This design comes from an exercise in tuning for small area, a short achievable clock period and few clock cycles per item on the open sky130 flow, not from production work.
At most, simulation tests tie the RTL to the original design; equivalence was not proved.
No functional check of the RTL was part of run 4.
Power is estimated from default activity; no workload was simulated.

File: design/flow/flow/run.sh
#!/bin/bash
# Own layout flow: the standard synthesis, then the combinational cells re-mapped by Yosys/ABC
# (every flip-flop kept as the standard synthesis made it: same instances, names and cell types),
# then the standard layout steps, with timing repair aimed past the 10 ns clock.
# Each tool's output goes to a log file of its own in the work folder.
set -euo pipefail
WORK=$(pwd)
R=$WORK/orfs/results/$FLOW_PLATFORM/bch_decoder/base
YOSYS=$FLOW_HOME/../tools/install/yosys/bin/yosys
LIB=$FLOW_HOME/platforms/$FLOW_PLATFORM/lib/sky130_fd_sc_hd__tt_025C_1v80.lib

# 1. standard synthesis
bash standard.sh synth > "$WORK/log_1_synth.txt" 2>&1

# 2. re-map the combinational logic
cp "$R/1_2_yosys.v" "$WORK/standard_synth.v"
sed -e "s#@LIB@#$LIB#g" -e "s#@IN@#$WORK/standard_synth.v#g" -e "s#@OUT@#$R/1_2_yosys.v#g" \
    -e "s#@ABC@#$WORK/flow/remap.abc#g" "$WORK/flow/remap.ys" > "$WORK/remap.ys"
"$YOSYS" -s "$WORK/remap.ys" > "$WORK/log_2_remap.txt" 2>&1
rm -f "$R/1_synth.odb" "$R/1_synth.sdc"
bash standard.sh synth > "$WORK/log_3_synth_odb.txt" 2>&1

# 3. standard layout steps
bash standard.sh SETUP_SLACK_MARGIN=7 "BUFFER_PORTS_ARGS=-buffer_cell sky130_fd_sc_hd__buf_2" finish \
    > "$WORK/log_4_layout.txt" 2>&1
File: design/flow/flow/remap.abc
strash
ifraig
dc2
dch -f
amap -F 100
topo
File: design/flow/flow/remap.ys
# Re-map the combinational cells of the standard synthesis; flip-flops stay as they are.
read_liberty -ignore_miss_func @LIB@
read_verilog @IN@
hierarchy -top bch_decoder
setattr -mod -set blackbox 1 sky130_fd_sc_hd__*df* sky130_fd_sc_hd__*dl* sky130_fd_sc_hd__*sdf*
flatten
opt_clean -purge
abc -liberty @LIB@ -script @ABC@ -dont_use sky130_fd_sc_hd__probe_p_8 -dont_use sky130_fd_sc_hd__probec_p_8 -dont_use *lpflow*
opt_clean -purge
setundef -zero
hilomap -singleton -hicell sky130_fd_sc_hd__conb_1 HI -locell sky130_fd_sc_hd__conb_1 LO
splitnets
opt_clean -purge
insbuf -buf sky130_fd_sc_hd__buf_4 A X
stat -liberty @LIB@
write_verilog -noattr -nohex -nodec @OUT@
File: design/flow/standard.sh
#!/bin/bash
# synth_recipe.tcl (not shown) runs the flow's synth.tcl, then flattens the netlist and writes it again
# the make line also repeats each setting of config.mk as NAME=value (left out here)
make -C /OpenROAD-flow-scripts/flow DESIGN_CONFIG=/design/flow/config.mk WORK_HOME=/design/flow/orfs CLKGATE_MAP_FILE= SYNTH_SCRIPT=/design/flow/synth_recipe.tcl "${@:-finish}"
File: design/flow/config.mk
export PLATFORM = sky130hd
export DESIGN_NAME = bch_decoder
export DESIGN_NICKNAME = bch_decoder
export VERILOG_FILES = /design/flow/design.v
export SDC_FILE = /design/flow/constraint.sdc
export NUM_CORES = 4
export LEC_CHECK = 0
export ABC_AREA = 1
export CAP_MARGIN = 20
export CORE_MARGIN = 2
export CORE_UTILIZATION = 40
export SLEW_MARGIN = 20
File: design/flow/constraint.sdc
create_clock -name core_clock -period 10.0 [get_ports {clk}]
set_input_delay 2.0000 -clock core_clock [delete_from_list [all_inputs] [get_ports {clk}]]
set_output_delay 2.0000 -clock core_clock [all_outputs]
set_load 0.01 [all_outputs]
File: design/flow/design.v
module bch_decoder (
    input  logic       clk,
    input  logic       rst_n,
    input  logic       in_valid,
    input  logic [3:0] in_syndrome,
    output logic       out_valid,
    output logic [3:0] out_location
);
    function automatic logic [1:0] mod3(logic [3:0] x);
        mod3[0] = (x[0] & x[2] & x[3]) | (x[0] & x[1] & x[2]) | (~x[0] & ~x[1] & x[2] & ~x[3]) | (~x[0] & x[1] & ~x[2] & x[3]) | (x[0] & ~x[1] & ~x[2] & ~x[3]);
        mod3[1] = (x[1] & x[2] & x[3]) | (x[0] & x[1] & x[3]) | (x[0] & ~x[1] & x[2] & ~x[3]) | (~x[0] & x[1] & ~x[2] & ~x[3]) | (~x[0] & ~x[1] & ~x[2] & x[3]);
    endfunction
    function automatic logic [2:0] mod5(logic [3:0] x);
        mod5[0] = (x[0] & x[1] & ~x[2]) | (x[0] & ~x[2] & ~x[3]) | (x[0] & x[2] & x[3]) | (~x[0] & x[1] & x[2] & ~x[3]) | (~x[0] & ~x[1] & ~x[2] & x[3]);
        mod5[1] = (~x[1] & x[2] & x[3]) | (x[1] & ~x[2] & ~x[3]) | (~x[0] & ~x[1] & x[3]) | (x[0] & x[1] & ~x[3]);
        mod5[2] = (x[1] & x[2] & x[3]) | (x[0] & ~x[1] & ~x[2] & x[3]) | (~x[0] & ~x[1] & x[2] & ~x[3]);
    endfunction
    function automatic logic [3:0] div3(logic [3:0] x);
        div3[0] = (x[0] & x[1] & ~x[2]) | (~x[1] & x[2] & ~x[3]) | (x[1] & ~x[2] & x[3]) | (x[0] & ~x[2] & x[3]);
        div3[1] = (~x[2] & x[3]) | (x[1] & x[2] & ~x[3]);
        div3[2] = (x[2] & x[3]);
        div3[3] = 1'b0;
    endfunction
    function automatic logic [2:0] add2x5(logic [5:0] x);
        add2x5[0] = (x[1] & ~x[3] & x[4]) | (~x[1] & ~x[2] & x[3] & ~x[4]) | (~x[0] & ~x[1] & x[3] & x[4]) | (x[0] & ~x[1] & x[5]) | (~x[0] & x[1] & x[5]) | (x[2] & ~x[3] & ~x[4] & ~x[5]) | (x[0] & x[1] & ~x[3] & ~x[5]);
        add2x5[1] = (x[2] & ~x[3] & ~x[4]) | (x[0] & x[3] & ~x[4]) | (~x[0] & ~x[1] & ~x[2] & x[4]) | (~x[0] & x[1] & x[5]) | (x[0] & ~x[1] & ~x[4] & ~x[5]) | (x[0] & x[1] & ~x[3] & x[4]) | (~x[0] & x[1] & x[3] & x[4]);
        add2x5[2] = (x[2] & x[3] & ~x[4]) | (x[0] & ~x[1] & ~x[3] & x[4]) | (~x[0] & ~x[1] & ~x[2] & x[5]) | (x[0] & x[1] & x[3] & x[4]) | (~x[0] & x[1] & ~x[3] & ~x[4] & ~x[5]);
    endfunction
    function automatic logic [1:0] s5_norm(logic [5:0] x);
        s5_norm[0] = (x[4] & x[5]) | (x[0] & x[1] & x[2] & x[5]) | (x[0] & x[2] & x[3] & x[5]) | (~x[0] & x[1] & ~x[2] & x[3] & x[5]) | (x[0] & ~x[1] & ~x[2] & x[3] & x[4]) | (x[0] & ~x[1] & ~x[2] & ~x[3] & x[5]) | (x[1] & x[2] & x[3] & ~x[4] & ~x[5]) | (~x[0] & ~x[1] & ~x[2] & ~x[3] & x[4]) | (~x[0] & ~x[1] & x[2] & x[3] & x[4]) | (~x[0] & ~x[1] & x[2] & ~x[3] & x[5]) | (x[0] & x[1] & ~x[2] & ~x[3] & x[4]) | (~x[0] & x[1] & x[2] & ~x[3] & x[4]) | (x[0] & x[1] & x[3] & ~x[4] & ~x[5]) | (~x[0] & x[1] & ~x[2] & ~x[3] & ~x[4] & ~x[5]) | (~x[0] & ~x[1] & ~x[2] & x[3] & ~x[4] & ~x[5]) | (x[0] & ~x[1] & x[2] & ~x[3] & ~x[4] & ~x[5]);
        s5_norm[1] = (x[4] & x[5]) | (x[1] & x[2] & x[3] & x[4]) | (x[0] & x[1] & x[3] & x[4]) | (~x[0] & x[1] & x[2] & ~x[3] & x[5]) | (~x[0] & ~x[1] & x[2] & x[3] & x[5]) | (x[0] & ~x[1] & x[2] & ~x[3] & x[4]) | (x[0] & x[1] & ~x[2] & ~x[3] & x[5]) | (x[0] & ~x[1] & ~x[2] & x[3] & x[5]) | (~x[0] & x[1] & ~x[2] & ~x[3] & x[4]) | (x[0] & x[2] & x[3] & ~x[4] & ~x[5]) | (~x[0] & ~x[1] & ~x[2] & x[3] & x[4]) | (~x[0] & ~x[1] & ~x[2] & ~x[3] & x[5]) | (x[0] & x[1] & x[2] & ~x[4] & ~x[5]) | (~x[0] & ~x[1] & x[2] & ~x[3] & ~x[4] & ~x[5]) | (~x[0] & x[1] & ~x[2] & x[3] & ~x[4] & ~x[5]) | (x[0] & ~x[1] & ~x[2] & ~x[3] & ~x[4] & ~x[5]);
    endfunction
    function automatic logic [11:0] rel_tab0(logic [5:0] x);
        rel_tab0[0] = (~x[2] & x[4]) | (x[5]);
        rel_tab0[1] = (~x[0] & x[1]);
        rel_tab0[2] = (~x[1] & x[3]) | (x[2]);
        rel_tab0[3] = (x[4] & x[5]) | (x[0] & x[3]);
        rel_tab0[4] = (x[0]) | (~x[3] & ~x[4]);
        rel_tab0[5] = (~x[2] & ~x[3]) | (~x[0] & ~x[2] & ~x[5]);
        rel_tab0[6] = (~x[0] & ~x[4]) | (x[2]);
        rel_tab0[7] = (~x[0] & ~x[1]) | (x[0] & x[3]);
        rel_tab0[8] = (x[4]) | (x[0]) | (~x[3]);
        rel_tab0[9] = (~x[2] & ~x[5]) | (~x[4]);
        rel_tab0[10] = (~x[1]) | (~x[0]);
        rel_tab0[11] = (~x[0]) | (~x[4]);
    endfunction
    function automatic logic [11:0] rel_tab1(logic [5:0] x);
        rel_tab1[0] = (~x[0] & ~x[1] & ~x[4] & ~x[5]) | (x[1] & x[4]) | (x[0] & ~x[1] & ~x[3]);
        rel_tab1[1] = (x[4] & ~x[5]) | (~x[2] & x[3] & ~x[5]) | (x[0] & x[1]) | (x[2] & ~x[3]);
        rel_tab1[2] = (~x[1] & x[4]) | (~x[0] & ~x[2] & x[3] & ~x[5]);
        rel_tab1[3] = (~x[0] & x[1]);
        rel_tab1[4] = (x[5]) | (x[1] & ~x[4]) | (~x[1] & x[4]) | (x[2] & x[3]);
        rel_tab1[5] = (x[0] & ~x[3]) | (~x[0] & ~x[2] & x[3]);
        rel_tab1[6] = (x[0]) | (x[5]) | (x[2]) | (x[1]);
        rel_tab1[7] = (~x[0] & ~x[2] & ~x[5]) | (x[0] & x[4]);
        rel_tab1[8] = (~x[2] & x[3]) | (x[0] & x[1]) | (x[1] & x[4]) | (x[2] & ~x[3]);
        rel_tab1[9] = (x[1]) | (x[4] & ~x[5]);
        rel_tab1[10] = (~x[1] & ~x[2] & ~x[4] & ~x[5]) | (~x[0] & x[1]) | (x[0] & x[4]);
        rel_tab1[11] = (~x[3]) | (~x[0]);
    endfunction
    function automatic logic [11:0] rel_tab2(logic [5:0] x);
        rel_tab2[0] = (~x[0] & ~x[1] & ~x[5]) | (x[0] & x[1]);
        rel_tab2[1] = (x[3]) | (x[1] & ~x[4]);
        rel_tab2[2] = (x[0] & ~x[1]) | (~x[0] & x[4] & ~x[5]) | (x[2] & x[3]);
        rel_tab2[3] = 1'b0;
        rel_tab2[4] = (~x[1] & ~x[5]) | (x[4] & x[5]) | (~x[0] & ~x[3] & ~x[4]);
        rel_tab2[5] = (~x[1] & ~x[3]) | (x[0] & x[1]);
        rel_tab2[6] = (~x[1] & ~x[2] & ~x[4]) | (x[0] & ~x[4]);
        rel_tab2[7] = (~x[0] & ~x[3] & ~x[5]) | (x[2]) | (x[0] & x[3]);
        rel_tab2[8] = (x[2]) | (x[0] & x[3]);
        rel_tab2[9] = (x[4]) | (x[0] & ~x[1]) | (x[5]) | (x[2] & x[3]);
        rel_tab2[10] = (~x[1] & ~x[5]) | (x[4] & x[5]) | (~x[0] & ~x[3] & ~x[4]);
        rel_tab2[11] = 1'b1;
    endfunction
    function automatic logic [11:0] rel_tab3(logic [5:0] x);
        rel_tab3[0] = (~x[0] & x[3]) | (x[1] & x[4]) | (x[2]) | (x[0] & x[1]);
        rel_tab3[1] = (~x[1] & ~x[3] & ~x[5]) | (x[2]) | (x[4] & x[5]) | (x[0] & ~x[1]);
        rel_tab3[2] = (x[1] & x[4]) | (~x[0] & ~x[3] & ~x[4] & ~x[5]) | (x[4] & x[5]);
        rel_tab3[3] = (x[4] & x[5]) | (x[0] & x[3]);
        rel_tab3[4] = (x[5]) | (x[0] & ~x[3] & ~x[4]) | (~x[0] & x[1] & x[4]);
        rel_tab3[5] = (x[4] & x[5]) | (x[0] & x[4]) | (x[2] & x[3]) | (x[0] & ~x[1] & ~x[3]) | (~x[0] & x[1] & ~x[4]);
        rel_tab3[6] = (~x[2] & x[3]) | (~x[0] & ~x[2] & ~x[4]) | (x[0] & x[4]);
        rel_tab3[7] = (~x[0] & x[4]) | (x[2]) | (x[0] & x[3]) | (x[0] & x[1] & ~x[4]);
        rel_tab3[8] = (x[4]) | (~x[0] & x[3]) | (~x[0] & x[1]) | (x[0] & ~x[1] & ~x[3]);
        rel_tab3[9] = (x[3]) | (x[1] & ~x[4]) | (~x[0] & ~x[1] & ~x[2]) | (x[0] & x[4]);
        rel_tab3[10] = (x[0]) | (x[4]) | (x[2] & ~x[3]) | (~x[2] & x[3]);
        rel_tab3[11] = (~x[4]) | (~x[0]);
    endfunction
    function automatic logic wraps(logic [3:0] a, logic [3:0] b);
        logic [3:0] g, p;
        g = a & b;
        p = a | b;
        wraps = g[3] | (p[3] & g[2]) | (p[3] & p[2] & g[1]) | (p[3] & p[2] & p[1] & g[0]) | (&p);
    endfunction
    function automatic logic [3:0] add4(logic [3:0] a, logic [3:0] b, logic ci);
        logic [3:0] g, p, c;
        g = a & b;
        p = a | b;
        c[0] = ci;
        c[1] = g[0] | (p[0] & ci);
        c[2] = g[1] | (p[1] & g[0]) | (p[1] & p[0] & ci);
        c[3] = g[2] | (p[2] & g[1]) | (p[2] & p[1] & g[0]) | (p[2] & p[1] & p[0] & ci);
        add4 = a ^ b ^ c;
    endfunction
    logic [2:0]  cnt;
    logic        last;      
    logic        show;      
    logic [1:0]  k;         
    assign last = in_valid && cnt == 3'd5;
    assign show = last || cnt[2:1] == 2'b11;
    assign k    = {cnt[1] & cnt[0], cnt[1] & ~cnt[0]};  
    always_ff @(posedge clk or negedge rst_n) begin
        if (!rst_n) begin
            cnt <= '0;
        end else begin
            case (cnt)
                3'd0: if (in_valid) cnt <= 3'd1;
                3'd1: if (in_valid) cnt <= 3'd2;
                3'd2: if (in_valid) cnt <= 3'd3;
                3'd3: if (in_valid) cnt <= 3'd4;
                3'd4: if (in_valid) cnt <= 3'd5;
                3'd5: if (in_valid) cnt <= 3'd6;
                3'd6: cnt <= 3'd7;
                default: cnt <= 3'd0;
            endcase
        end
    end
    logic [3:0]  ra;        
    logic [3:0]  rb;        
    logic        rc;        
    logic        flag;      
    logic [3:0]  s5sel;     
    logic [11:0] rel;       
    logic [11:0] relk;      
    always_comb begin
        logic [1:0] s5n;
        s5n   = s5_norm({in_syndrome[1:0], ra});
        s5sel = {s5n == 2'd3, s5n == 2'd2, s5n == 2'd1, s5n == 2'd0};
        relk  = ({12{s5sel[0]}} & rel_tab0({flag, rb, rc}))
              | ({12{s5sel[1]}} & rel_tab1({flag, rb, rc}))
              | ({12{s5sel[2]}} & rel_tab2({flag, rb, rc}))
              | ({12{s5sel[3]}} & rel_tab3({flag, rb, rc}));
    end
    logic [3:0]  ra4, rb4;
    logic        rc4;
    always_comb begin
        logic [2:0] c;
        c = add2x5({mod5(rb), mod5(ra)});
        if (&ra) begin                        
            ra4 = (&rb) ? 4'd0 : div3(rb);
            c   = 3'd0;
        end else begin
            ra4 = ra;
            if (&rb) c = 3'd0;
        end
        rb4  = {mod3(rb), c[2:1]};
        rc4  = c[0];
    end
    always_ff @(posedge clk) begin
        if (in_valid) begin
            case (cnt)
                3'd0: ra <= in_syndrome;
                3'd2: rb <= in_syndrome;
                3'd3: begin
                    flag <= &ra;
                    ra   <= ra4;
                    rb   <= rb4;
                    rc   <= rc4;
                end
                3'd4: rel <= relk;
                default: ;
            endcase
        end
    end
    logic [3:0]  r0, r1, r2, r;
    logic        v0, v1, v2, w0, w1, w2, ws, none;
    logic [2:0]  sel;      
    logic [3:0]  loc;
    always_comb begin
        r0 = rel[3:0];
        r1 = rel[7:4];
        r2 = rel[11:8];
        v0 = ~&r0;
        v1 = ~&r1;
        v2 = ~&r2;
        w0 = v0 & wraps(r0, ra);
        w1 = v1 & wraps(r1, ra);
        w2 = v2 & wraps(r2, ra);
        sel = 3'b000;
        case ({v2, v1, v0})
            3'b111: begin  
                case ({w2, w1, w0})
                    3'b111, 3'b000: sel = (k == 2'd0) ? 3'b001 : (k == 2'd1) ? 3'b010 : 3'b100;
                    3'b110:         sel = (k == 2'd0) ? 3'b010 : (k == 2'd1) ? 3'b100 : 3'b001;
                    default:        sel = (k == 2'd0) ? 3'b100 : (k == 2'd1) ? 3'b001 : 3'b010;
                endcase
            end
            3'b011: begin  
                if (w1 && !w0) sel = (k == 2'd0) ? 3'b010 : (k == 2'd1) ? 3'b001 : 3'b000;
                else           sel = (k == 2'd0) ? 3'b001 : (k == 2'd1) ? 3'b010 : 3'b000;
            end
            3'b001: sel = (k == 2'd0) ? 3'b001 : 3'b000;
            default: sel = 3'b000;
        endcase
        r    = ({4{sel[0]}} & r0) | ({4{sel[1]}} & r1) | ({4{sel[2]}} & r2);
        ws   = (sel[0] & w0) | (sel[1] & w1) | (sel[2] & w2);
        none = ~|sel;
        loc  = add4(r, ra, ws) | {4{none}};
    end
    always_ff @(posedge clk or negedge rst_n) begin
        if (!rst_n) begin
            out_valid    <= 1'b0;
            out_location <= '0;
        end else begin
            out_valid    <= show;
            out_location <= show ? loc : 4'd0;
        end
    end
endmodule
==> run notes, run 1 <==
- DRT Wirelength: 8.803 mm
- Initial antenna violation count: 0
- Final net count: 422
- Core box area: 5991 um2
- Period minus WS final: 3.618 ns
- Critical path class: reg -> reg
- Hold Crit Depth: 1
- Share of cells above drive strength 1: 34.38%
- Vias in the first global route: 2919
- Clock power share: 9.4%
- Crit share post-route: 36.18%
- First-pass iteration count of the detailed router: 8
- First-pass GRT wire length: 14.13 mm
- HPWL Detailed: 5.741 mm
- Clock tree buffer depth: 2
- RSZ-0062 raised after global routing: yes
- Int Pwr: 0.5166 mW
- P_leak: 1.317 nW
- Syn Std Cell Area: 2520 um2
- I/O Pins: 12
- Register area: 860.8 um2
- Post-synthesis cell count: 344
- Wirelength per Cell: 17.93 um
- Clock transition at path regs: 0.07 ns
- Status: no timing/DRC/antenna violations
- Overall routing resource usage: 25.01%
- Iteration-0 DRC Markers: 258
- Worst-margin pin slew: 0.7618 ns
- Syn Area/Cell: 7.325 um2
- Root Buffer: clkbuf_8
- Total CTS buffers: 5
- Max-Cap Viols: 0
- Sw Share: 47.73%
- Footprint of the multi-input gates: 1841 um2
- # DRC: 0
- Final hold vios: 0
- Startpoint type of the worst setup path: flip-flop
- CTS HTree Levels: 2
- Setup TNS: 0 ns
- Via density: 6.458
- Vias: 3171
- Gp weighted congestion: 0.9606
- P&R area growth vs syn: 44.98%
- Setup violators final: 0
- Total power: 0.9883 mW
- R2R cell count: 20
- Die height: 83.37 um
- Largest net degree at the start of global routing: 15
- CP Data Required Time: 10.17 ns
- CP Capture Type: flip-flop
- Cell Pwr Density: 270.5 nW/um2
- Worst-case vdd ir drop: 0.1776 mV
- Antenna viol nets, final: 0
- Skew final: 0.01034 ns
- Syn nets: 351
- Arrival time worst endpoint: 3.79 ns
- Gr ovfl total: 0
- Clk sinks: 30
- Part of the power in combinational logic: 68.9%
- Antenna cell count: 0
- Hold Buf Count CTS: 0
- Total die area: 6951 um2
- Worst-path fanout max: 5
- Fillers: 491
- FP Rows: 28
- Clk latency of the worst-skew pair: 0.29 ns
- IO Port Bufs: 11
- Yosys warnings: 1
- Max Freq: 276.4 MHz
- Starting Density: 42.06%
- Net Switching: 0.4717 mW
- Hold/Removal Path Class: reg -> reg
- Relative slew slack: 48.68%
- CTS tree: yes
- Max-slew violation count: 0
- Sequential share of power: 21.6%
- Die width: 83.37 um
through the flow:
| stage | area [um2] | cells | hold WS [ns] | utilization (%) | worst slack, ns |
|---|---|---|---|---|---|
| final | 3654 | 491 | 0.5672 | 60.99 | 6.382 |
| after global routing | 3654 | 491 | 0.5742 | 60.99 | 6.123 |
| after CTS | 3421 | 483 | 0.5565 | 57.10 | 6.475 |
| after detailed placement | 2779 | 430 | 0.5460 | 46.39 | 6.055 |
| after global placement | 2779 | 430 | 0.5325 | 46.39 | 6.059 |
| after floorplan | 2630 | 344 | 0.4870 | - | 6.574 |
worst paths after layout:
path | startpoint | endpoint | slack, ns
min in group asynchronous | rst_n | out_location[0] | 1.54
hold / removal | cnt[0] | cnt[0] | 0.57
max in group asynchronous | rst_n | cnt[2] | 8.30
setup / recovery | ra[0] | out_location[2] | 6.38
setup reg to reg | ra[0] | out_location[2] | 6.38
hold reg to reg | cnt[0] | cnt[0] | 0.57
final cells by class:
class	instances	area share, %
clock buffers	5	1.884
clock inverters	3	0.4452
inverters	56	7.260
multi-input cells	259	50.38
flip-flops and latches	30	23.56
well taps	75	2.568
repair buffers	63	13.90
power by group through the flow:
stage | clock network [mW] | logic [mW] | registers [mW]
floorplan | 0 | 0.329 | 0.216
global placement | 0 | 0.435 | 0.225
detailed placement | 0 | 0.429 | 0.224
CTS | 0.0944 | 0.580 | 0.212
global route | 0.101 | 0.735 | 0.217
finish | 0.0933 | 0.681 | 0.214
sequential cells by signal (all words and copies together) (netlist names):
name and cells:
cnt 3, rel 12, rc 1, ra 4
out_location 4, out_valid 1, rb 4, flag 1
per-layer routing:
layer	GRT usage (%)	wire, um	up-vias
met3	2.783	544	47
met2	42.67	4308	176
met5	0	0	-
met1	31.43	3516	1490
met4	11.92	432	0
li1	-	-	1458
critical path, stage by stage (launching register included):
cell and delay (ns):
edfxtp_1 0.43, buf_4 0.18, a211oi_1 0.24, o32a_1 0.19, nor2_1 0.08, nor3_2 0.30, nor2_1 0.13, buf_4 0.16
buf_6 0.11, buf_6 0.10, o22ai_4 0.13, o32ai_4 0.13, buf_4 0.17, a222oi_1 0.37, nor2_1 0.14, nor2_2 0.12
a21oi_2 0.05, buf_4 0.13, o21ai_0 0.06, o31ai_1 0.10, o21a_1 0.18
layout by cell type (no fill, tap or decap), types with 5 or more instances in the layout:
cell	count
buf_2	9
o21a_1	6
nand3_1	7
dfrtp_1	8
nand2_1	16
buf_4	41
a21oi_1	18
o31ai_1	7
clkinv_1	38
nor2_4	7
a222oi_1	8
o2111ai_2	6
o21ai_1	5
clkbuf_8	5
o22ai_1	10
buf_6	12
clkinv_2	9
o211ai_1	5
nor2_1	60
edfxtp_1	22
o21ai_0	26
timing repair:
action                     4_1_cts  5_1_grt
gates resized for setup         57       39
cloned                           1        0
pin swaps                       33       30
buffers inserted                44        8
setup endpoints to repair       26       33
Testbench counts, summed over its fixed seeds: cycles 19,200, blocks 2,400.
==> run 2: changes to the inputs <==
--- a/design/flow/flow/run.sh
+++ b/design/flow/flow/run.sh
@@ -22,4 +22,4 @@
 
 # 3. standard layout steps
-bash standard.sh SETUP_SLACK_MARGIN=7 "BUFFER_PORTS_ARGS=-buffer_cell sky130_fd_sc_hd__buf_2" finish \
+bash standard.sh SETUP_SLACK_MARGIN=6 "BUFFER_PORTS_ARGS=-buffer_cell sky130_fd_sc_hd__buf_2" finish \
     > "$WORK/log_4_layout.txt" 2>&1
==> design/flow/flow/remap.abc (replaced) <==
strash
&get -n
&fraig -x
&put
dc2
strash
&get -n
&dch -f
&nf -D 2500
&put
==> run notes, run 2 <==
- Status: no timing/DRC/antenna violations
- Worst-case vdd ir drop: 0.1374 mV (-23%)
- Largest net degree at the start of global routing: 24 (+9)
- Clk latency of the worst-skew pair: 0.27 ns (-0.02 ns)
- Core box area: 6314 um2 (+5.4%)
- Gr ovfl total: 0 (unchanged)
- Antenna cell count: 0 (unchanged)
- Initial antenna violation count: 0 (unchanged)
- Startpoint type of the worst setup path: input port
- Hold/Removal Path Class: reg -> reg
- Non-Filler Instances: 437 (-11%)
- Arrival time worst endpoint: 3.73 ns (-0.06 ns)
- Final net count: 366 (-13%)
- Vias in the first global route: 2563 (-12%)
- CTS HTree Levels: 2 (unchanged)
- Die height: 84.59 um (+1.5%)
- Max FFs per register: 12 (unchanged)
- FP Rows: 29 (+3.6%)
- Biggest register: rel
- Period minus WS final: 3.732 ns (+0.1136 ns)
- Antenna viol nets, final: 0 (unchanged)
- CP Data Required Time: 10.00 ns (-0.17 ns)
- Crit share post-route: 37.32% (+1.1 points)
- Syn Std Cell Area: 2597 um2 (+3.1%)
- Wirelength per Cell: 17.00 um (-5.2%)
- Syn nets: 348 (-0.85%)
- I/O Pins: 12 (unchanged)
- Die width: 84.59 um (+1.5%)
- Overall routing resource usage: 21.25% (-3.8 points)
- Via density: 6.462 (about the same)
- Final core utilization: 44.93% (-16 points)
- Placed cells: 429 (-0.23%)
- Setup violators final: 0 (unchanged)
- Gp weighted congestion: 0.9856 (+2.6%)
- Root Buffer: clkbuf_8
- Cell Pwr Density: 263.1 nW/um2 (-2.7%)
- Total CTS buffers: 5 (unchanged)
- CP Capture Type: flip-flop
- Max-slew violation count: 0 (unchanged)
- Placed Area: 2749 um2 (-1.1%)
- First-pass iteration count of the detailed router: 7 (-1)
- Final hold vios: 0 (unchanged)
- Total die area: 7155 um2 (+2.9%)
- DRT Wirelength: 7.430 mm (-16%)
- Max Freq: 268.0 MHz (-3.0%)
- Post-synthesis cell count: 341 (-0.87%)
- Setup TNS: 0 ns (unchanged)
- CTS tree: yes
- Worst-margin pin slew: 0.7566 ns (-0.005189 ns)
- Iteration-0 DRC Markers: 224 (-13%)
- Vias: 2824 (-11%)
- First-pass GRT wire length: 12.54 mm (-11%)
- Final instance area: 2836 um2 (-22%)
- RSZ-0062 raised after global routing: no
- P&R area growth vs syn: 9.200%
- Syn Area/Cell: 7.617 um2 (+4.0%)
- Critical path class: in -> reg
- Relative slew slack: 49.56% (+0.88 points)
- Most frequent cells in the layout: nand2_1 (59), nor2_1 (37), o21ai_0 (34), a21oi_1 (31), edfxtp_1 (22)
- Hold Buf Count CTS: 0 (unchanged)
- P_leak: 1.023 nW (-22%)
- # DRC: 0 (unchanged)
- Max-Cap Viols: 0 (unchanged)
- Clock tree buffer depth: 2 (unchanged)
- Total power: 0.7463 mW (-24%)
- Starting Density: 41.14% (-0.92 points)
- Yosys warnings: 1 (unchanged)
- Clock transition at path regs: 0.06 ns (about the same)
- Share of cells above drive strength 1: 5.278% (-29 points)
- Commonest non-fill, non-tap cell in the layout: nand2_1
- IO Port Bufs: 11 (unchanged)
- HPWL Detailed: 5.454 mm (-5.0%)
- Worst-path fanout max: 10 (+5)
- Clk sinks: 30 (unchanged)
- Skew final: 0.003620 ns (-0.006718 ns)
## run 2: cell count changes in the layout (fill, tap and decap cells not counted), sizes merged, moves of 6 or more
cell     delta
o22ai       -7
a21oi       +9
nand2      +38
xnor2       +6
clkinv     -36
a31oi      +10
nand2b      +7
buf        -52
and2        +7
o2111ai     -7
nor2       -32
## run 2: per-stage QoR
step	worst slack (ns)	hold WS, ns
6_report	6.268	0.5689
5_1_grt	6.037	0.6150
4_1_cts	6.263	0.5769
3_5_place_dp	5.983	0.5631
3_3_place_gp	6.088	0.5842
2_1_floorplan	6.531	0.5006
## run 2: where the power goes
group / switching, mW / leakage (nW) / internal, mW
clock: 0.0445 / 0.0416 / 0.0475
combinational: 0.255 / 0.678 / 0.166
sequential: 0.0583 / 0.304 / 0.175
total: 0.358 / 1.02 / 0.389
## run 2: timing repair
item                                    in CTS  in global routing
resized for setup                            0                  1
endpoints found under the setup margin       0                  1
setup buffers                                0                  0
## run 2: layout make-up
cell class                      instances  area, um2
Clock buffer                            5      68.82
Timing Repair Buffer                   11      55.05
Inverter                               14      52.55
Clock inverter                          3      16.27
Tap cell                               77      96.34
Fill cell                             652       3477
Sequential cell                        30      860.8
Multi-Input combinational cell        297       1687
## run 2: worst paths after layout
path / start / end / slack (ns) / depth (start not counted)
min: cnt[0] / cnt[0] / 0.57 / 1
min reg2reg: cnt[0] / cnt[0] / 0.57 / 1
max reg2reg: ra[2] / out_location[3] / 6.27 / 12
min in group asynchronous: rst_n / out_location[3] / 1.55 / 1
max: in_syndrome[0] / rel[2] / 6.27 / 10
max in group asynchronous: rst_n / cnt[2] / 8.28 / 1
## run 2: metal layers
layer / share of wire [%] / up-vias / global-route usage [%]
met5: 0 / - / 0
met4: 2.3 / 0 / 7.215
met3: 7.4 / 18 / 2.163
met2: 46 / 151 / 34.57
met1: 44 / 1299 / 29.56
li1: - / 1356 / -
## run 2: worst max-delay path, stage by stage
cell	delay, ns
buf_2	0.13
clkinv_1	0.08
o221ai_1	0.07
a31oi_1	0.09
a21oi_1	0.13
nor2_1	0.05
a31oi_1	0.34
nor2_1	0.27
a222oi_1	0.38
o21ai_0	0.19
==> run 3: changes to the inputs <==
==> design/flow/run.sh (new file) <==
#!/bin/bash
# synth_recipe.tcl (not shown) runs the flow's synth.tcl, then flattens the netlist and writes it again
# the make line also repeats each setting of config.mk as NAME=value (left out here)
make -C /OpenROAD-flow-scripts/flow DESIGN_CONFIG=/design/flow/config.mk WORK_HOME=/design/flow/orfs CLKGATE_MAP_FILE= SYNTH_SCRIPT=/design/flow/synth_recipe.tcl finish
removed: design/flow/flow/run.sh
removed: design/flow/flow/remap.abc
removed: design/flow/flow/remap.ys
removed: design/flow/standard.sh
==> run notes, run 3 <==
- Clk sinks: 30 (unchanged)
- Max-slew violation count: 0 (unchanged)
- Iteration-0 DRC Markers: 241 (+7.6%)
- # DRC: 0 (unchanged)
- First-pass GRT wire length: 14.79 mm (+18%)
- Synth Flop Type: edfxtp_1
- Clock transition at path regs: 0.07 ns (about the same)
- Commonest non-fill, non-tap cell in the layout: nand2_1
- Worst-path fanout max: 12 (+2)
- Worst r2r src: ra[2]
- Root Buffer: clkbuf_8
- Max-Cap Viols: 0 (unchanged)
- Clock tree buffer depth: 2 (unchanged)
- R2R cell count: 23 (+11)
- Synth cell count leaders: nand2_1 (107), inv_1 (86), nor2_1 (80)
- Total die area: 8609 um2 (+20%)
- HPWL Detailed: 6.874 mm (+26%)
- Clk latency of the worst-skew pair: 0.28 ns (about the same)
- First-pass iteration count of the detailed router: 5 (-2)
- Wirelength per Cell: 14.24 um (-16%)
- Resize count post-CTS: 0 (unchanged)
- Worst-margin pin slew: 0.8924 ns (+0.1358 ns)
- WP buf/inv: 2 (unchanged)
- Share of the synthesized area in the top cell type: 20.95%
- Syn Std Cell Area: 3153 um2 (+21%)
- Antenna cell count: 0 (unchanged)
- Worst path cell trace: clkdlybuf4s50_1 -> nor2_1 -> o2111ai_1 -> o211ai_1 -> and2_1 -> inv_1 -> nor2_1 -> o31ai_1 -> o21ai_0 -> a21oi_1 -> o21ai_0
- Synth cell types: 36
- Final hold vios: 0 (unchanged)
- Overall routing resource usage: 21.37% (+0.12 points)
- Initial antenna violation count: 0 (unchanged)
- P&R area growth vs syn: 8.214%
- FP Rows: 32 (+10%)
- Post-synth EDFFs: 22
- Die width: 92.79 um (+9.7%)
- Post-synthesis cell count: 498 (+46%)
- Gr ovfl total: 0 (unchanged)
- Largest net degree at the start of global routing: 16 (-33%)
- Reg2reg end: out_location[3]
- Skew final: 0.007411 ns (+0.003792 ns)
- Max Freq: 251.1 MHz (-6.3%)
- Crit path largest cell delay: 0.54 ns (+0.16 ns)
- Vias: 3289 (+16%)
- Arrival time worst endpoint: 4.10 ns (+0.37 ns)
- RSZ-0062 raised after global routing: no
- #FFs+latches synth: 30
- Antenna viol nets, final: 0 (unchanged)
- Area leader, netlist: edfxtp_1
- Setup violators final: 0 (unchanged)
- DRT Wirelength: 8.646 mm (+16%)
- Critical path class: in -> reg
- Cell Pwr Density: 245.3 nW/um2 (-6.8%)
- Setup TNS: 0 ns (unchanged)
- CTS tree: yes
- Final net count: 524 (+43%)
- IO Port Bufs: 11 (unchanged)
- Hold Buf Count CTS: 0 (unchanged)
- Biggest register: rel
- Relative slew slack: 39.73% (-9.8 points)
- Share of cells above drive strength 1: 4.752% (-0.53 points)
- Syn Area/Cell: 6.331 um2 (-17%)
- Die height: 92.79 um (+9.7%)
- Setup Buffers After CTS: 0 (unchanged)
- Via density: 5.418 (-16%)
- Placed cells: 599 (+40%)
- R2R Setup Slk: 6.69 ns (+0.42 ns)
- Hold_sp: cnt[2]
- CTS HTree Levels: 2 (unchanged)
- Startpoint type of the worst setup path: input port
- Most frequent cells in the layout: nand2_1 (107), inv_1 (86), nor2_1 (80), o21ai_0 (53)
- Hold/Removal Path Class: reg -> reg
- Synth async-reset ratio: 26.67%
- Area contributors post-synth: edfxtp_1 (21%), nand2_1 (13%), inv_1 (10%), nor2_1 (9.5%), o21ai_0 (8.4%)
- Syn nets: 518 (+49%)
- I/O Pins: 12 (unchanged)
- Total CTS buffers: 5 (unchanged)
- Sequential cell area fraction in the yosys report: 27.30%
- Status: no timing/DRC/antenna violations
- Crit share post-route: 39.82% (+2.5 points)
- Vias in the first global route: 3146 (+23%)
- Starting Density: 41.02% (-0.13 points)
- Gp weighted congestion: 0.9365 (-5.0%)
- CP Data Required Time: 10.12 ns (+0.12 ns)
- Yosys warnings: 1 (unchanged)
- Max FFs per register: 12 (unchanged)
- Period minus WS final: 3.982 ns (+0.2505 ns)
- P_leak: 1.621 nW (+58%)
- Worst Hold End: cnt[2]
- CP Capture Type: flip-flop
- Core box area: 7687 um2 (+22%)
- Worst-case vdd ir drop: 0.1139 mV (-17%)
- Critical path's top delay family: simple AND/OR/NAND/NOR gates
- Most frequent cell after synthesis: nand2_1
- Critical-path top delay cell: nor2_1
- Non-Filler Instances: 607 (+39%)
- Hold Crit Depth: 2 (+1)
-- run 3: area by class of cell --
type,instances,area [um2]
timing repair buffer,12,117.6
clock inverter,3,16.27
clock buffer,5,68.82
inverter,87,326.6
multi-input combinational,368,1894
fill,823,4275
sequential,30,860.8
tap,102,127.6
-- run 3: per-layer routing --
| layer | wire [um] | part of all wire, % | GRT usage [%] | vias to the layer above |
|---|---|---|---|---|
| met4 | 193 | 2.2 | 7.353 | 0 |
| li1 | - | - | - | 1670 |
| met2 | 4092 | 47 | 35.93 | 119 |
| met1 | 3898 | 45 | 28.23 | 1477 |
| met3 | 462 | 5.3 | 2.766 | 23 |
| met5 | 0 | 0 | 0 | - |
-- run 3: worst max path at each step --
stage                    from  endpoint  slack (ns)  depth (start not counted)
2_1_floorplan        in_valid    rel[0]        6.65                          2
3_3_place_gp   in_syndrome[0]    rel[1]        5.83                         11
3_5_place_dp   in_syndrome[0]    rel[1]        5.79                         11
4_1_cts        in_syndrome[0]    rel[1]        6.05                         11
5_1_grt        in_syndrome[0]    rel[1]        5.79                         11
6_report       in_syndrome[0]    rel[1]        6.02                         11
-- run 3: metrics by stage --
stage	total power, mW	cell area, um2	hold slack, ns	setup WS [ns]	utilization, %
after floorplan	0.6040	3153	0.5746	6.649	-
after global placement	0.7354	3327	0.6412	5.835	43.28
after detailed placement	0.7358	3327	0.6427	5.792	43.28
after CTS	0.8331	3412	0.6633	6.047	44.38
after global routing	0.9306	3412	0.7266	5.792	44.38
final	0.8370	3412	0.6639	6.018	44.38
-- run 3: cell families after synthesis --
family	count (synthesis)	share of synthesized area, %
DFF	30	27.30
AOI/OAI and AO/OA	118	22.54
and+or+nand+nor	236	31.87
adders and majority gates	13	5.397
buffers and inverters	100	12.62
xor gates and xnor gates	1	0.2778
-- run 3: tightest hold or removal path: stages (launching register included) --
cell	delay, ns
dfrtp_1	0.38
inv_1	0.10
o22ai_1	0.14
-- run 3: power breakdown --
part | switching (mW) | internal [mW] | total [mW]
clock | 0.0465 | 0.0475 | 0.0941
sequential | 0.0439 | 0.176 | 0.220
combinational | 0.345 | 0.178 | 0.523
==> run 4: changes to the inputs <==
--- a/design/flow/design.v
+++ b/design/flow/design.v
@@ -7,28 +7,4 @@
     output logic [3:0] out_location
 );
-    function automatic logic [1:0] mod3(logic [3:0] x);
-        mod3[0] = (x[0] & x[2] & x[3]) | (x[0] & x[1] & x[2]) | (~x[0] & ~x[1] & x[2] & ~x[3]) | (~x[0] & x[1] & ~x[2] & x[3]) | (x[0] & ~x[1] & ~x[2] & ~x[3]);
-        mod3[1] = (x[1] & x[2] & x[3]) | (x[0] & x[1] & x[3]) | (x[0] & ~x[1] & x[2] & ~x[3]) | (~x[0] & x[1] & ~x[2] & ~x[3]) | (~x[0] & ~x[1] & ~x[2] & x[3]);
-    endfunction
-    function automatic logic [2:0] mod5(logic [3:0] x);
-        mod5[0] = (x[0] & x[1] & ~x[2]) | (x[0] & ~x[2] & ~x[3]) | (x[0] & x[2] & x[3]) | (~x[0] & x[1] & x[2] & ~x[3]) | (~x[0] & ~x[1] & ~x[2] & x[3]);
-        mod5[1] = (~x[1] & x[2] & x[3]) | (x[1] & ~x[2] & ~x[3]) | (~x[0] & ~x[1] & x[3]) | (x[0] & x[1] & ~x[3]);
-        mod5[2] = (x[1] & x[2] & x[3]) | (x[0] & ~x[1] & ~x[2] & x[3]) | (~x[0] & ~x[1] & x[2] & ~x[3]);
-    endfunction
-    function automatic logic [3:0] div3(logic [3:0] x);
-        div3[0] = (x[0] & x[1] & ~x[2]) | (~x[1] & x[2] & ~x[3]) | (x[1] & ~x[2] & x[3]) | (x[0] & ~x[2] & x[3]);
-        div3[1] = (~x[2] & x[3]) | (x[1] & x[2] & ~x[3]);
-        div3[2] = (x[2] & x[3]);
-        div3[3] = 1'b0;
-    endfunction
-    function automatic logic [2:0] add2x5(logic [5:0] x);
-        add2x5[0] = (x[1] & ~x[3] & x[4]) | (~x[1] & ~x[2] & x[3] & ~x[4]) | (~x[0] & ~x[1] & x[3] & x[4]) | (x[0] & ~x[1] & x[5]) | (~x[0] & x[1] & x[5]) | (x[2] & ~x[3] & ~x[4] & ~x[5]) | (x[0] & x[1] & ~x[3] & ~x[5]);
-        add2x5[1] = (x[2] & ~x[3] & ~x[4]) | (x[0] & x[3] & ~x[4]) | (~x[0] & ~x[1] & ~x[2] & x[4]) | (~x[0] & x[1] & x[5]) | (x[0] & ~x[1] & ~x[4] & ~x[5]) | (x[0] & x[1] & ~x[3] & x[4]) | (~x[0] & x[1] & x[3] & x[4]);
-        add2x5[2] = (x[2] & x[3] & ~x[4]) | (x[0] & ~x[1] & ~x[3] & x[4]) | (~x[0] & ~x[1] & ~x[2] & x[5]) | (x[0] & x[1] & x[3] & x[4]) | (~x[0] & x[1] & ~x[3] & ~x[4] & ~x[5]);
-    endfunction
-    function automatic logic [1:0] s5_norm(logic [5:0] x);
-        s5_norm[0] = (x[4] & x[5]) | (x[0] & x[1] & x[2] & x[5]) | (x[0] & x[2] & x[3] & x[5]) | (~x[0] & x[1] & ~x[2] & x[3] & x[5]) | (x[0] & ~x[1] & ~x[2] & x[3] & x[4]) | (x[0] & ~x[1] & ~x[2] & ~x[3] & x[5]) | (x[1] & x[2] & x[3] & ~x[4] & ~x[5]) | (~x[0] & ~x[1] & ~x[2] & ~x[3] & x[4]) | (~x[0] & ~x[1] & x[2] & x[3] & x[4]) | (~x[0] & ~x[1] & x[2] & ~x[3] & x[5]) | (x[0] & x[1] & ~x[2] & ~x[3] & x[4]) | (~x[0] & x[1] & x[2] & ~x[3] & x[4]) | (x[0] & x[1] & x[3] & ~x[4] & ~x[5]) | (~x[0] & x[1] & ~x[2] & ~x[3] & ~x[4] & ~x[5]) | (~x[0] & ~x[1] & ~x[2] & x[3] & ~x[4] & ~x[5]) | (x[0] & ~x[1] & x[2] & ~x[3] & ~x[4] & ~x[5]);
-        s5_norm[1] = (x[4] & x[5]) | (x[1] & x[2] & x[3] & x[4]) | (x[0] & x[1] & x[3] & x[4]) | (~x[0] & x[1] & x[2] & ~x[3] & x[5]) | (~x[0] & ~x[1] & x[2] & x[3] & x[5]) | (x[0] & ~x[1] & x[2] & ~x[3] & x[4]) | (x[0] & x[1] & ~x[2] & ~x[3] & x[5]) | (x[0] & ~x[1] & ~x[2] & x[3] & x[5]) | (~x[0] & x[1] & ~x[2] & ~x[3] & x[4]) | (x[0] & x[2] & x[3] & ~x[4] & ~x[5]) | (~x[0] & ~x[1] & ~x[2] & x[3] & x[4]) | (~x[0] & ~x[1] & ~x[2] & ~x[3] & x[5]) | (x[0] & x[1] & x[2] & ~x[4] & ~x[5]) | (~x[0] & ~x[1] & x[2] & ~x[3] & ~x[4] & ~x[5]) | (~x[0] & x[1] & ~x[2] & x[3] & ~x[4] & ~x[5]) | (x[0] & ~x[1] & ~x[2] & ~x[3] & ~x[4] & ~x[5]);
-    endfunction
     function automatic logic [11:0] rel_tab0(logic [5:0] x);
         rel_tab0[0] = (~x[2] & x[4]) | (x[5]);
@@ -86,4 +62,49 @@
         rel_tab3[10] = (x[0]) | (x[4]) | (x[2] & ~x[3]) | (~x[2] & x[3]);
         rel_tab3[11] = (~x[4]) | (~x[0]);
+    endfunction
+    function automatic logic [1:0] mod3(logic [3:0] x);
+        case (x)
+            4'd0, 4'd3, 4'd6, 4'd9, 4'd12:  mod3 = 2'd0;
+            4'd1, 4'd4, 4'd7, 4'd10, 4'd13: mod3 = 2'd1;
+            4'd2, 4'd5, 4'd8, 4'd11, 4'd14: mod3 = 2'd2;
+            default:                        mod3 = 2'd3;
+        endcase
+    endfunction
+    function automatic logic [2:0] mod5(logic [3:0] x);
+        case (x)
+            4'd0, 4'd5, 4'd10: mod5 = 3'd0;
+            4'd1, 4'd6, 4'd11: mod5 = 3'd1;
+            4'd2, 4'd7, 4'd12: mod5 = 3'd2;
+            4'd3, 4'd8, 4'd13: mod5 = 3'd3;
+            default:           mod5 = 3'd4;
+        endcase
+    endfunction
+    function automatic logic [3:0] div3(logic [3:0] x);
+        case (x)
+            4'd3, 4'd4, 4'd5:    div3 = 4'd1;
+            4'd6, 4'd7, 4'd8:    div3 = 4'd2;
+            4'd9, 4'd10, 4'd11:  div3 = 4'd3;
+            4'd12, 4'd13, 4'd14: div3 = 4'd4;
+            default:             div3 = 4'd0;
+        endcase
+    endfunction
+    function automatic logic [2:0] add2x5(logic [2:0] a, logic [2:0] b);
+        logic [2:0] t;
+        case (b)
+            3'd0: t = a;
+            3'd1: t = (a == 3'd3) ? 3'd0 : (a == 3'd4) ? 3'd1 : a + 3'd2;
+            3'd2: t = (a == 3'd0) ? 3'd4 : a - 3'd1;
+            3'd3: t = (a == 3'd4) ? 3'd0 : a + 3'd1;
+            default: t = (a <= 3'd1) ? a + 3'd3 : a - 3'd2;
+        endcase
+        add2x5 = t;
+    endfunction
+    function automatic logic [1:0] s5_norm(logic [1:0] i, logic [3:0] rot);
+        logic [1:0] m;
+        m = mod3(rot);
+        if (i == 2'd3)      s5_norm = 2'd3;
+        else if (m == 2'd0) s5_norm = i;
+        else if (m == 2'd1) s5_norm = (i == 2'd0) ? 2'd2 : i - 2'd1;
+        else                s5_norm = (i == 2'd2) ? 2'd0 : i + 2'd1;
     endfunction
     function automatic logic wraps(logic [3:0] a, logic [3:0] b);
@@ -135,5 +156,5 @@
     always_comb begin
         logic [1:0] s5n;
-        s5n   = s5_norm({in_syndrome[1:0], ra});
+        s5n   = s5_norm(in_syndrome[1:0], ra);
         s5sel = {s5n == 2'd3, s5n == 2'd2, s5n == 2'd1, s5n == 2'd0};
         relk  = ({12{s5sel[0]}} & rel_tab0({flag, rb, rc}))
@@ -141,19 +162,4 @@
               | ({12{s5sel[2]}} & rel_tab2({flag, rb, rc}))
               | ({12{s5sel[3]}} & rel_tab3({flag, rb, rc}));
-    end
-    logic [3:0]  ra4, rb4;
-    logic        rc4;
-    always_comb begin
-        logic [2:0] c;
-        c = add2x5({mod5(rb), mod5(ra)});
-        if (&ra) begin                        
-            ra4 = (&rb) ? 4'd0 : div3(rb);
-            c   = 3'd0;
-        end else begin
-            ra4 = ra;
-            if (&rb) c = 3'd0;
-        end
-        rb4  = {mod3(rb), c[2:1]};
-        rc4  = c[0];
     end
     always_ff @(posedge clk) begin
@@ -164,7 +170,8 @@
                 3'd3: begin
                     flag <= &ra;
-                    ra   <= ra4;
-                    rb   <= rb4;
-                    rc   <= rc4;
+                    if (&ra) ra <= (&rb) ? 4'd0 : div3(rb);
+                    rb <= {mod3(rb), 2'b00};
+                    rc <= 1'b0;
+                    if (!(&ra) && !(&rb)) {rb[1:0], rc} <= add2x5(mod5(rb), mod5(ra));
                 end
                 3'd4: rel <= relk;
==> run notes, run 4 <==
- Antenna cell count: 0 (unchanged)
- P&R area growth vs syn: 9.103%
- Final core utilization: 44.33% (-0.051 points)
- IO Port Bufs: 11 (unchanged)
- Met3 Use GR: 2.716% (-0.051 points)
- Post-synthesis cell count: 539 (+8.2%)
- Synth cell types: 44 (+22%)
- Starting Density: 40.63% (-0.38 points)
- Share of the synthesized area in the top cell type: 17.93% (-3.0 points)
- Resize count post-CTS: 0 (unchanged)
- Vias in the first global route: 3478 (+11%)
- Arrival time worst endpoint: 4.60 ns (+0.50 ns)
- Startpoint type of the worst setup path: input port
- Clock tree buffer depth: 2 (unchanged)
- Vias: 3638 (+11%)
- Synth async-reset ratio: 18.60% (-8.1 points)
- Setup TNS: 0 ns (unchanged)
- FP Rows: 35 (+9.4%)
- Reg2reg end: out_location[3]
- Largest net degree at the start of global routing: 16 (unchanged)
- CTS HTree Levels: 2 (unchanged)
- Clock transition at path regs: 0.09 ns (+0.02 ns)
- Hold/Removal Path Class: reg -> reg
- First-pass GRT wire length: 15.90 mm (+7.5%)
- Critical path class: in -> reg
- Gr ovfl total: 0 (unchanged)
- Yosys warnings: 1 (unchanged)
- First-pass iteration count of the detailed router: 4 (-1)
- Worst-margin pin slew: 0.7630 ns (-0.1294 ns)
- Gr busiest metal: met2
- Clk latency of the worst-skew pair: 0.31 ns (+0.03 ns)
- Skew final: 0.01595 ns (+0.008542 ns)
- Gp weighted congestion: 0.9365 (unchanged)
- Total CTS buffers: 5 (unchanged)
- Via density: 5.495 (+1.4%)
- Worst-path fanout max: 10 (-2)
- Relative slew slack: 48.94% (+9.2 points)
- Syn nets: 574 (+11%)
- Crit share post-route: 44.14% (+4.3 points)
- Post-synth EDFFs: 22 (unchanged)
- Hold Buf Count CTS: 0 (unchanged)
- Area leader, netlist: edfxtp_1
- Wirelength per Cell: 14.19 um (-0.39%)
- Syn Std Cell Area: 3684 um2 (+17%)
- #FFs+latches synth: 43 (+43%)
- Setup Buffers After CTS: 0 (unchanged)
- Total power: 1.093 mW (+31%)
- Worst-case vdd ir drop: 0.1146 mV (+0.62%)
- Root Buffer: clkbuf_8
- CP Capture Type: flip-flop
- Max Freq: 226.6 MHz (-9.8%)
- # DRC: 0 (unchanged)
- Commonest non-fill, non-tap cell in the layout: nand2_1
- Hold Crit Depth: 2 (unchanged)
- Cell Pwr Density: 272.0 nW/um2 (+11%)
- R2R Setup Slk: 6.86 ns (+0.17 ns)
- Final hold vios: 0 (unchanged)
- Setup violators final: 0 (unchanged)
- DRT Wirelength: 9.393 mm (+8.6%)
- Period minus WS final: 4.414 ns (+0.4316 ns)
- Sequential cell area fraction in the yosys report: 30.43% (+3.1 points)
- Most frequent cells in the layout: nand2_1 (118), inv_1 (80), nor2_1 (66), o21ai_0 (55), ha_1 (27)
- CTS tree: yes
- Max-slew violation count: 0 (unchanged)
- CP Data Required Time: 10.19 ns (+0.07 ns)
- R2R cell count: 24 (+4.3%)
- Most frequent cell after synthesis: nand2_1
- Max-Cap Viols: 0 (unchanged)
- Die height: 99.96 um (+7.7%)
- Status: no timing/DRC/antenna violations
- RSZ-0062 raised after global routing: no
- HPWL Detailed: 7.365 mm (+7.1%)
- Die width: 99.96 um (+7.7%)
- GR Layer Usage met1: 24.49% (-3.7 points)
- Met2 GRT Util: 34.41% (-1.5 points)
- Core box area: 9065 um2 (+18%)
- Antenna viol nets, final: 0 (unchanged)
- Syn Area/Cell: 6.834 um2 (+7.9%)
- Initial antenna violation count: 0 (unchanged)
- Area contributors post-synth: edfxtp_1 (18%), nand2_1 (12%), ha_1 (9.2%), inv_1 (8.2%), o21ai_0 (7.5%)
- Synth Flop Type: edfxtp_1
- Share of cells above drive strength 1: 5.989% (+1.2 points)
- Overall routing resource usage: 19.69% (-1.7 points)
- Iteration-0 DRC Markers: 217 (-10%)
- Final net count: 585 (+12%)
- Clk sinks: 43 (+43%)
- Synth cell count leaders: nand2_1 (118), inv_1 (80), nor2_1 (66)
- Worst Hold End: rb[2]
- P_leak: 1.887 nW (+16%)
- Total die area: 9992 um2 (+16%)
- Worst r2r src: ra[3]
- I/O Pins: 12 (unchanged)
## run 4: cell types whose count changed after synthesis, sizes merged, moves of 8 or more
cell and delta:
dfxtp +13, ha +15, nand2 +10, nand3 +10
nor2 -16, o211ai -8, o21ai +10
## run 4: worst max-delay path by stage
stage,from,endpoint,slack (ns),depth (start not counted)
2_1_floorplan,in_valid,flip-flop,6.18,13
3_3_place_gp,in_valid,flip-flop,5.40,14
3_5_place_dp,in_valid,flip-flop,5.31,14
4_1_cts,in_valid,flip-flop,5.65,14
5_1_grt,in_valid,flip-flop,5.40,14
6_report,in_valid,flip-flop,5.59,14
## run 4: critical path: stages
cell and delay (ns):
clkdlybuf4s50_1 0.48, inv_1 0.07, nor2_1 0.09, inv_1 0.09, nor2_1 0.59, inv_1 0.16
or2_2 0.34, o21ai_2 0.08, inv_1 0.12, ha_1 0.21, nand2_1 0.09, o21ai_0 0.09
nor2_1 0.11, a31oi_1 0.06
## run 4: kinds of logic after synthesis
family,Yosys count,share of synthesized area (%)
fa+ha+maj,28,9.715
mux,1,0.2717
flops,43,30.43
buf+inv,95,9.953
simple gates,256,30.47
xor+xnor,2,0.4756
compound gates,114,18.68
## run 4: final cells by class
| class | instances | area (um2) |
|---|---|---|
| Sequential cell | 43 | 1121 |
| Clock inverter | 1 | 8.758 |
| Tap cell | 111 | 138.9 |
| Inverter | 87 | 329.1 |
| Clock buffer | 7 | 107.6 |
| Fill cell | 926 | 5046 |
| Timing Repair Buffer | 12 | 117.6 |
| Multi-Input combinational cell | 401 | 2196 |
## run 4: stage by stage
| stage | instance area (um2) | hold WS [ns] | worst slack [ns] | instances |
|---|---|---|---|---|
| after floorplan | 3684 | 0.4844 | 6.178 | 539 |
| after global placement | 3902 | 0.5122 | 5.396 | 654 |
| after detailed placement | 3902 | 0.5155 | 5.306 | 654 |
| after CTS | 4019 | 0.5357 | 5.646 | 662 |
| after global routing | 4019 | 0.5654 | 5.399 | 662 |
| final | 4019 | 0.5362 | 5.586 | 662 |
## run 4: where the power goes
part | internal, mW | switching, mW | leakage (nW)
clock network | 0.0721 | 0.0625 | 0.0600
registers | 0.257 | 0.0607 | 0.414
logic | 0.220 | 0.421 | 1.41
## run 4: layer usage
metal	vias up	share of wire, %
li1	1829	-
met1	1667	45
met2	117	48
met3	25	4.3
met4	0	2.9
met5	-	0

re-timing with driven ports:
In the flow no input, the clock included, has a driving cell. The finished layouts below were timed again as built, in two steps.
Step 1: set_driving_cell puts a clkbuf_16 on clk and a buf_2 on each other input, an assumption about the parent block.
Step 2 adds t to the input delays and takes it off the output delays; t is the mean of the earliest and latest rising clock arrival at the registers after step 1. Input paths then give back, and output paths get back, about the clock's delay inside the block.
a / b / c = no drivers / after step 1 / after step 2; a / b = the first two.
run	shift t [ns]	setup slack, ns	worst hold slack (ns)
run 1	0.312	6.382 / 6.382 / 6.382	0.567 / 0.567 / 0.567
run 2	0.299	6.268 / 6.270 / 5.970	0.569 / 0.569 / 0.569
run 3	0.309	6.018 / 6.026 / 5.716	0.664 / 0.664 / 0.664
run 4	0.331	5.586 / 5.594 / 5.264	0.536 / 0.536 / 0.536
After both steps every run listed still meets setup and hold. The setup slack of run 4, which loses most, moves by +0.008 ns with the drivers and by -0.322 ns with both steps.
